Background: an optimization exercise with open tools, aiming at small area. Do not read the settings as production practice. Only simulation tests tie the RTL to the original design; equivalence was not proved. Power figures rest on the tool's default switching activity, not on a simulated workload.

==> job 6737 <==
Design rfile_sb, start of the top module:
module rfile_sb #(
    parameter int DATA_W   = 32,
    parameter int ADDR_W   = 5,
    parameter int ZERO_REG = 1
) (
    input  logic              Clk,
    input  logic              Rst,
    input  logic              Run,
    input  logic [ADDR_W-1:0] Rs,
    input  logic [ADDR_W-1:0] Rt,
    input  logic              ReadEnA,
    input  logic              ReadEnB,
    output logic [DATA_W-1:0] busA,
    output logic [DATA_W-1:0] busB,
    input  logic              RegWr,
    input  logic [ADDR_W-1:0] Rw,
    input  logic [DATA_W-1:0] busW,
    input  logic              Issue,
    input  logic [ADDR_W-1:0] IssueRd,
    output logic              Stall,
    output logic [ADDR_W:0]   PendCnt
);
    localparam int DEPTH = 1 << ADDR_W;
    localparam int LO    = (ZERO_REG != 0) ? 1 : 0;
    localparam int NR    = DEPTH - LO + 1;     
    localparam int AL    = ADDR_W / 2;         
    localparam int AH    = ADDR_W - AL;
    logic [DATA_W-1:0] mem [DEPTH];
    logic [DEPTH-1:LO] vld_r, busy_r;
    logic [DEPTH-1:0]  busy;
    logic wb_fire, is_fire, wb_clears, byp_a, byp_b, busy_a, busy_b, busy_i;
    assign wb_fire = Run & RegWr & ((LO == 0) | (Rw != '0));
    assign byp_a   = wb_fire & (Rw == Rs);
    assign byp_b   = wb_fire & (Rw == Rt);
    logic [(1<<AL)-1:0] lo_w, lo_s, lo_t, lo_i;
    logic [(1<<AH)-1:0] hi_w, hi_s, hi_t, hi_i;
    always_comb begin
        for (int k = 0; k < (1 << AL); k++) begin
            lo_w[k] = wb_fire & (Rw[AL-1:0] == AL'(k));
            lo_s[k] = (Rs[AL-1:0] == AL'(k));
            lo_t[k] = (Rt[AL-1:0] == AL'(k));
            lo_i[k] = is_fire & (IssueRd[AL-1:0] == AL'(k));
        end
        for (int k = 0; k < (1 << AH); k++) begin
            hi_w[k] = (Rw[ADDR_W-1:AL] == AH'(k));
            hi_s[k] = (Rs[ADDR_W-1:AL] == AH'(k));
            hi_t[k] = (Rt[ADDR_W-1:AL] == AH'(k));
            hi_i[k] = (IssueRd[ADDR_W-1:AL] == AH'(k));
        end
    end
    logic [DEPTH-1:0] we, hold, sa, sb, busy_n, vld_n, clr;
    for (genvar i = 0; i < DEPTH; i++) begin : g_r
        if (i < LO) begin : g_z
            assign we[i]     = 1'b0;
            assign hold[i]   = 1'b0;
            assign sa[i]     = 1'b0;
            assign sb[i]     = 1'b0;
            assign busy_n[i] = 1'b0;
  ...
==> module rfile_sb, before the edit <==
module rfile_sb #(
    parameter int DATA_W   = 32,
    parameter int ADDR_W   = 5,
    parameter int ZERO_REG = 1
) (
    input  logic              Clk,
    input  logic              Rst,
    input  logic              Run,
    input  logic [ADDR_W-1:0] Rs,
    input  logic [ADDR_W-1:0] Rt,
    input  logic              ReadEnA,
    input  logic              ReadEnB,
    output logic [DATA_W-1:0] busA,
    output logic [DATA_W-1:0] busB,
    input  logic              RegWr,
    input  logic [ADDR_W-1:0] Rw,
    input  logic [DATA_W-1:0] busW,
    input  logic              Issue,
    input  logic [ADDR_W-1:0] IssueRd,
    output logic              Stall,
    output logic [ADDR_W:0]   PendCnt
);
    localparam int DEPTH = 1 << ADDR_W;
    localparam int LO    = (ZERO_REG != 0) ? 1 : 0;
    localparam int NR    = DEPTH - LO + 1;     
    localparam int AL    = ADDR_W / 2;         
    localparam int AH    = ADDR_W - AL;
    logic [DATA_W-1:0] mem [DEPTH];
    logic [DEPTH-1:LO] vld_r, busy_r;
    logic [DEPTH-1:0]  busy;
    logic wb_fire, is_fire, wb_clears, byp_a, byp_b, busy_a, busy_b, busy_i;
    assign wb_fire = Run & RegWr & ((LO == 0) | (Rw != '0));
    assign byp_a   = wb_fire & (Rw == Rs);
    assign byp_b   = wb_fire & (Rw == Rt);
    logic [(1<<AL)-1:0] lo_w, lo_s, lo_t, lo_i;
    logic [(1<<AH)-1:0] hi_w, hi_s, hi_t, hi_i;
    always_comb begin
        for (int k = 0; k < (1 << AL); k++) begin
            lo_w[k] = wb_fire & (Rw[AL-1:0] == AL'(k));
            lo_s[k] = (Rs[AL-1:0] == AL'(k));
            lo_t[k] = (Rt[AL-1:0] == AL'(k));
            lo_i[k] = is_fire & (IssueRd[AL-1:0] == AL'(k));
        end
        for (int k = 0; k < (1 << AH); k++) begin
            hi_w[k] = (Rw[ADDR_W-1:AL] == AH'(k));
            hi_s[k] = (Rs[ADDR_W-1:AL] == AH'(k));
            hi_t[k] = (Rt[ADDR_W-1:AL] == AH'(k));
            hi_i[k] = (IssueRd[ADDR_W-1:AL] == AH'(k));
        end
    end
    logic [DEPTH-1:0] we, hold, sa, sb, busy_n, vld_n, clr;
    for (genvar i = 0; i < DEPTH; i++) begin : g_r
        if (i < LO) begin : g_z
            assign we[i]     = 1'b0;
            assign hold[i]   = 1'b0;
            assign sa[i]     = 1'b0;
            assign sb[i]     = 1'b0;
            assign busy_n[i] = 1'b0;
            assign vld_n[i]  = 1'b0;
            assign clr[i]    = 1'b0;
            assign busy[i]   = 1'b0;
        end else begin : g_c
            assign busy[i] = busy_r[i];
            rfile_sb_rowctl u_c (
                .lo_w(lo_w[i % (1 << AL)]), .hi_w(hi_w[i >> AL]),
                .lo_s(lo_s[i % (1 << AL)]), .hi_s(hi_s[i >> AL]),
                .lo_t(lo_t[i % (1 << AL)]), .hi_t(hi_t[i >> AL]),
                .lo_i(lo_i[i % (1 << AL)]), .hi_i(hi_i[i >> AL]),
                .vld(vld_r[i]), .busy(busy_r[i]),
                .we(we[i]), .hold(hold[i]), .sa(sa[i]), .sb(sb[i]),
                .busy_n(busy_n[i]), .vld_n(vld_n[i]), .clr(clr[i]));
        end
    end
    logic [NR-1:0][DATA_W-1:0] mem_q;
    logic [DATA_W-1:0] mem_d [DEPTH];
    always_comb begin
        mem_q[0] = busW;
        for (int i = LO; i < DEPTH; i++) mem_q[i - LO + 1] = mem[i];
    end
    rfile_sb_rdmux #(.DATA_W(DATA_W), .N(NR)) u_rda (
        .sel({sa[DEPTH-1:LO], byp_a}), .d(mem_q), .y(busA));
    rfile_sb_rdmux #(.DATA_W(DATA_W), .N(NR)) u_rdb (
        .sel({sb[DEPTH-1:LO], byp_b}), .d(mem_q), .y(busB));
    for (genvar i = LO; i < DEPTH; i++) begin : g_w
        rfile_sb_wcell #(.DATA_W(DATA_W)) u_w (
            .we(we[i]), .hold(hold[i]), .w(busW), .q(mem[i]), .d(mem_d[i]));
    end
    rfile_sb_bitmux #(.ADDR_W(ADDR_W)) u_ba (.d(busy), .a(Rs),      .y(busy_a));
    rfile_sb_bitmux #(.ADDR_W(ADDR_W)) u_bb (.d(busy), .a(Rt),      .y(busy_b));
    rfile_sb_bitmux #(.ADDR_W(ADDR_W)) u_bi (.d(busy), .a(IssueRd), .y(busy_i));
    always_comb begin
        Stall = Run & ((ReadEnA & busy_a & ~byp_a) | (ReadEnB & busy_b & ~byp_b) |
                       (Issue & busy_i & ~(wb_fire & (Rw == IssueRd))));
        is_fire   = Run & Issue & ~Stall & ((LO == 0) | (IssueRd != '0));
        wb_clears = |clr;
    end
    always_ff @(posedge Clk) begin
        for (int i = LO; i < DEPTH; i++) mem[i] <= mem_d[i];
    end
    always_ff @(posedge Clk or posedge Rst) begin
        if (Rst) begin
            vld_r   <= '0;
            busy_r  <= '0;
            PendCnt <= '0;
        end else begin
            vld_r   <= vld_n[DEPTH-1:LO];
            busy_r  <= busy_n[DEPTH-1:LO];
            PendCnt <= PendCnt + {{ADDR_W{1'b0}}, is_fire} - {{ADDR_W{1'b0}}, wb_clears};
        end
    end
endmodule
==> module rfile_sb_rowctl, before the edit <==
module rfile_sb_rowctl (
    input  logic lo_w, hi_w, lo_s, hi_s, lo_t, hi_t, lo_i, hi_i,
    input  logic vld, busy,
    output logic we, hold, sa, sb, busy_n, vld_n, clr
);
    assign we     = lo_w & hi_w;
    assign hold   = vld & ~we;
    assign sa     = lo_s & hi_s & hold;
    assign sb     = lo_t & hi_t & hold;
    assign busy_n = (busy & ~we) | (lo_i & hi_i);
    assign vld_n  = vld | we;
    assign clr    = busy & we;
endmodule
==> module rfile_sb_bitmux, before the edit <==
module rfile_sb_bitmux #(
    parameter int ADDR_W = 5
) (
    input  logic [(1<<ADDR_W)-1:0] d,
    input  logic [ADDR_W-1:0]      a,
    output logic                   y
);
    assign y = d[a];
endmodule
==> flow/config.mk <==
export PLATFORM = sky130hd
export DESIGN_NAME = rfile_sb
export DESIGN_NICKNAME = rfile_sb
export VERILOG_FILES = /design/flow/design.v
export SDC_FILE = /design/flow/constraint.sdc
export NUM_CORES = 4
export LEC_CHECK = 0
export CAP_MARGIN = 5
export CORE_MARGIN = 2
export CORE_UTILIZATION = 45
export SETUP_SLACK_MARGIN = 0.1
export SLEW_MARGIN = 5
export SYNTH_HIERARCHICAL = 1
==> flow/constraint.sdc <==
create_clock -name core_clock -period 6.5 [get_ports {Clk}]
set_input_delay 1.3000 -clock core_clock [delete_from_list [all_inputs] [get_ports {Clk}]]
set_output_delay 1.3000 -clock core_clock [all_outputs]
set_load 0.01 [all_outputs]
standard.sh (not shown) runs the stock make flow with config.mk's settings and CLKGATE_MAP_FILE= SYNTH_SCRIPT=/design/flow/synth_recipe.tcl, a recipe that flattens the netlist after the stock synthesis.
==> flow/flow/run.sh <==
#!/bin/bash
# Own layout flow: the standard ORFS layout (standard.sh, unchanged synthesis), with
# - port buffers of a plain buffer cell instead of the default pick (a delay cell)
# - clock tree built from clusters of up to 24 sinks on clkbuf_16 leaf buffers, no dummy loads
# The make output of the whole run goes to standard.log in the work folder.
set -euo pipefail
export BUFFER_PORTS_ARGS="-buffer_cell sky130_fd_sc_hd__buf_2"
export CTS_ARGS="-sink_clustering_enable -repair_clock_nets -buf_list sky130_fd_sc_hd__clkbuf_16 -sink_clustering_size 24 -sink_clustering_max_diameter 60 -dont_use_dummy_load"
bash standard.sh > standard.log 2>&1
==> inputs of job 9341, as changes to job 6737 <==
--- a/flow/design.v
+++ b/flow/design.v
@@ -29,9 +29,9 @@
     logic [DEPTH-1:LO] vld_r, busy_r;
     logic [DEPTH-1:0]  busy;
-    logic wb_fire, is_fire, wb_clears, byp_a, byp_b, busy_a, busy_b, busy_i;
+    logic wb_fire, is_fire, wb_clears, byp_a, byp_b;
     assign wb_fire = Run & RegWr & ((LO == 0) | (Rw != '0));
     assign byp_a   = wb_fire & (Rw == Rs);
     assign byp_b   = wb_fire & (Rw == Rt);
-    logic [(1<<AL)-1:0] lo_w, lo_s, lo_t, lo_i;
+    logic [(1<<AL)-1:0] lo_w, lo_s, lo_t, lo_i, lo_ha, lo_hb, lo_hi;
     logic [(1<<AH)-1:0] hi_w, hi_s, hi_t, hi_i;
     always_comb begin
@@ -41,4 +41,7 @@
             lo_t[k] = (Rt[AL-1:0] == AL'(k));
             lo_i[k] = is_fire & (IssueRd[AL-1:0] == AL'(k));
+            lo_ha[k] = ReadEnA & lo_s[k];
+            lo_hb[k] = ReadEnB & lo_t[k];
+            lo_hi[k] = Issue & (IssueRd[AL-1:0] == AL'(k));
         end
         for (int k = 0; k < (1 << AH); k++) begin
@@ -49,5 +52,5 @@
         end
     end
-    logic [DEPTH-1:0] we, hold, sa, sb, busy_n, vld_n, clr;
+    logic [DEPTH-1:0] we, hold, sa, sb, busy_n, vld_n, clr, hz;
     for (genvar i = 0; i < DEPTH; i++) begin : g_r
         if (i < LO) begin : g_z
@@ -59,4 +62,5 @@
             assign vld_n[i]  = 1'b0;
             assign clr[i]    = 1'b0;
+            assign hz[i]     = 1'b0;
             assign busy[i]   = 1'b0;
         end else begin : g_c
@@ -67,7 +71,9 @@
                 .lo_t(lo_t[i % (1 << AL)]), .hi_t(hi_t[i >> AL]),
                 .lo_i(lo_i[i % (1 << AL)]), .hi_i(hi_i[i >> AL]),
+                .lo_ha(lo_ha[i % (1 << AL)]), .lo_hb(lo_hb[i % (1 << AL)]),
+                .lo_hi(lo_hi[i % (1 << AL)]),
                 .vld(vld_r[i]), .busy(busy_r[i]),
                 .we(we[i]), .hold(hold[i]), .sa(sa[i]), .sb(sb[i]),
-                .busy_n(busy_n[i]), .vld_n(vld_n[i]), .clr(clr[i]));
+                .busy_n(busy_n[i]), .vld_n(vld_n[i]), .clr(clr[i]), .hz(hz[i]));
         end
     end
@@ -86,10 +92,6 @@
             .we(we[i]), .hold(hold[i]), .w(busW), .q(mem[i]), .d(mem_d[i]));
     end
-    rfile_sb_bitmux #(.ADDR_W(ADDR_W)) u_ba (.d(busy), .a(Rs),      .y(busy_a));
-    rfile_sb_bitmux #(.ADDR_W(ADDR_W)) u_bb (.d(busy), .a(Rt),      .y(busy_b));
-    rfile_sb_bitmux #(.ADDR_W(ADDR_W)) u_bi (.d(busy), .a(IssueRd), .y(busy_i));
     always_comb begin
-        Stall = Run & ((ReadEnA & busy_a & ~byp_a) | (ReadEnB & busy_b & ~byp_b) |
-                       (Issue & busy_i & ~(wb_fire & (Rw == IssueRd))));
+        Stall     = Run & (|hz);
         is_fire   = Run & Issue & ~Stall & ((LO == 0) | (IssueRd != '0));
         wb_clears = |clr;
@@ -111,7 +113,7 @@
 endmodule
 module rfile_sb_rowctl (
-    input  logic lo_w, hi_w, lo_s, hi_s, lo_t, hi_t, lo_i, hi_i,
+    input  logic lo_w, hi_w, lo_s, hi_s, lo_t, hi_t, lo_i, hi_i, lo_ha, lo_hb, lo_hi,
     input  logic vld, busy,
-    output logic we, hold, sa, sb, busy_n, vld_n, clr
+    output logic we, hold, sa, sb, busy_n, vld_n, clr, hz
 );
     assign we     = lo_w & hi_w;
@@ -122,13 +124,5 @@
     assign vld_n  = vld | we;
     assign clr    = busy & we;
-endmodule
-module rfile_sb_bitmux #(
-    parameter int ADDR_W = 5
-) (
-    input  logic [(1<<ADDR_W)-1:0] d,
-    input  logic [ADDR_W-1:0]      a,
-    output logic                   y
-);
-    assign y = d[a];
+    assign hz     = busy & ~we & ((lo_ha & hi_s) | (lo_hb & hi_t) | (lo_hi & hi_i));
 endmodule
 module rfile_sb_wcell #(
==> flow/flow/run.sh (replaced) <==
#!/bin/bash
# Own layout flow: the standard ORFS layout (standard.sh, unchanged synthesis), with
# - port buffers of a plain buffer cell instead of the default pick (a delay cell)
# - clock tree built from clusters of up to 30 sinks on clkbuf_16 leaf buffers, no dummy loads
# The make output of the whole run goes to standard.log in the work folder.
set -euo pipefail
export BUFFER_PORTS_ARGS="-buffer_cell sky130_fd_sc_hd__buf_2"
export CTS_ARGS="-sink_clustering_enable -repair_clock_nets -buf_list sky130_fd_sc_hd__clkbuf_16 -sink_clustering_size 30 -sink_clustering_max_diameter 80 -dont_use_dummy_load"
bash standard.sh > standard.log 2>&1
--- a/flow/config.mk
+++ b/flow/config.mk
@@ -8,5 +8,5 @@
 export CAP_MARGIN = 5
 export CORE_MARGIN = 2
-export CORE_UTILIZATION = 45
+export CORE_UTILIZATION = 40
 export SETUP_SLACK_MARGIN = 0.1
 export SLEW_MARGIN = 5
==> PnR_summary.wiki <==
{| class="wikitable"
! Metric !! Value
|-
| Power share of the sequential group || 51.9%
|-
| Run status || timing/DRC/antenna clean
|-
| Tcrit/Tclk final || 95.0%
|-
| Routed length on met1 || 76000 um
|-
| Final period demand of the worst path || 6.17 ns
|-
| Fraction of the mapped netlist area in adder cells || 0.213%
|-
| Setup repair bufs after CTS || 0
|}
The numbers above come from job 6737.

==> PnR_summary.wiki <==
{| class="wikitable"
! Metric !! Value
|-
| Setup repair bufs after CTS || 1
|-
| Fraction of the mapped netlist area in adder cells || 0.215%
|-
| Routed length on met1 || 79900 um
|-
| Comb power frac || 13.4%
|-
| Power share of the sequential group || 57.1%
|-
| Final period demand of the worst path || 6.36 ns
|-
| Tcrit/Tclk final || 97.8%
|-
| Run status || timing/DRC/antenna clean
|}
The numbers above come from job 9341.

[afterwards: timing with drivers on the ports]
How much do the figures lean on ideal ports? The routed layouts below were timed once more, with nothing changed but the port constraints.
Step 1 sets driving cells, clkbuf_16 on the clock port and buf_2 on the other inputs (assumed; they add their load-dependent delay and slew).
Step 2, shift: input delay + t, output delay - t, t = (earliest + latest rising clock arrival at the registers) / 2. This alone moves slack from input paths to output paths.
Three values: ideal ports, drivers, drivers and shift; two values: the first two.
run | shift t [ns] | setup WS [ns] | worst setup path at the end
job 6737 | 0.734 | 0.326 / 0.304 / 0.304 | input to output
job 9341 | 0.747 | 0.140 / 0.114 / 0.114 | input to output
After both steps every run listed still meets setup and hold. The setup slack of job 9341, which loses most, moves by -0.026 ns with the drivers and by -0.026 ns with both steps.
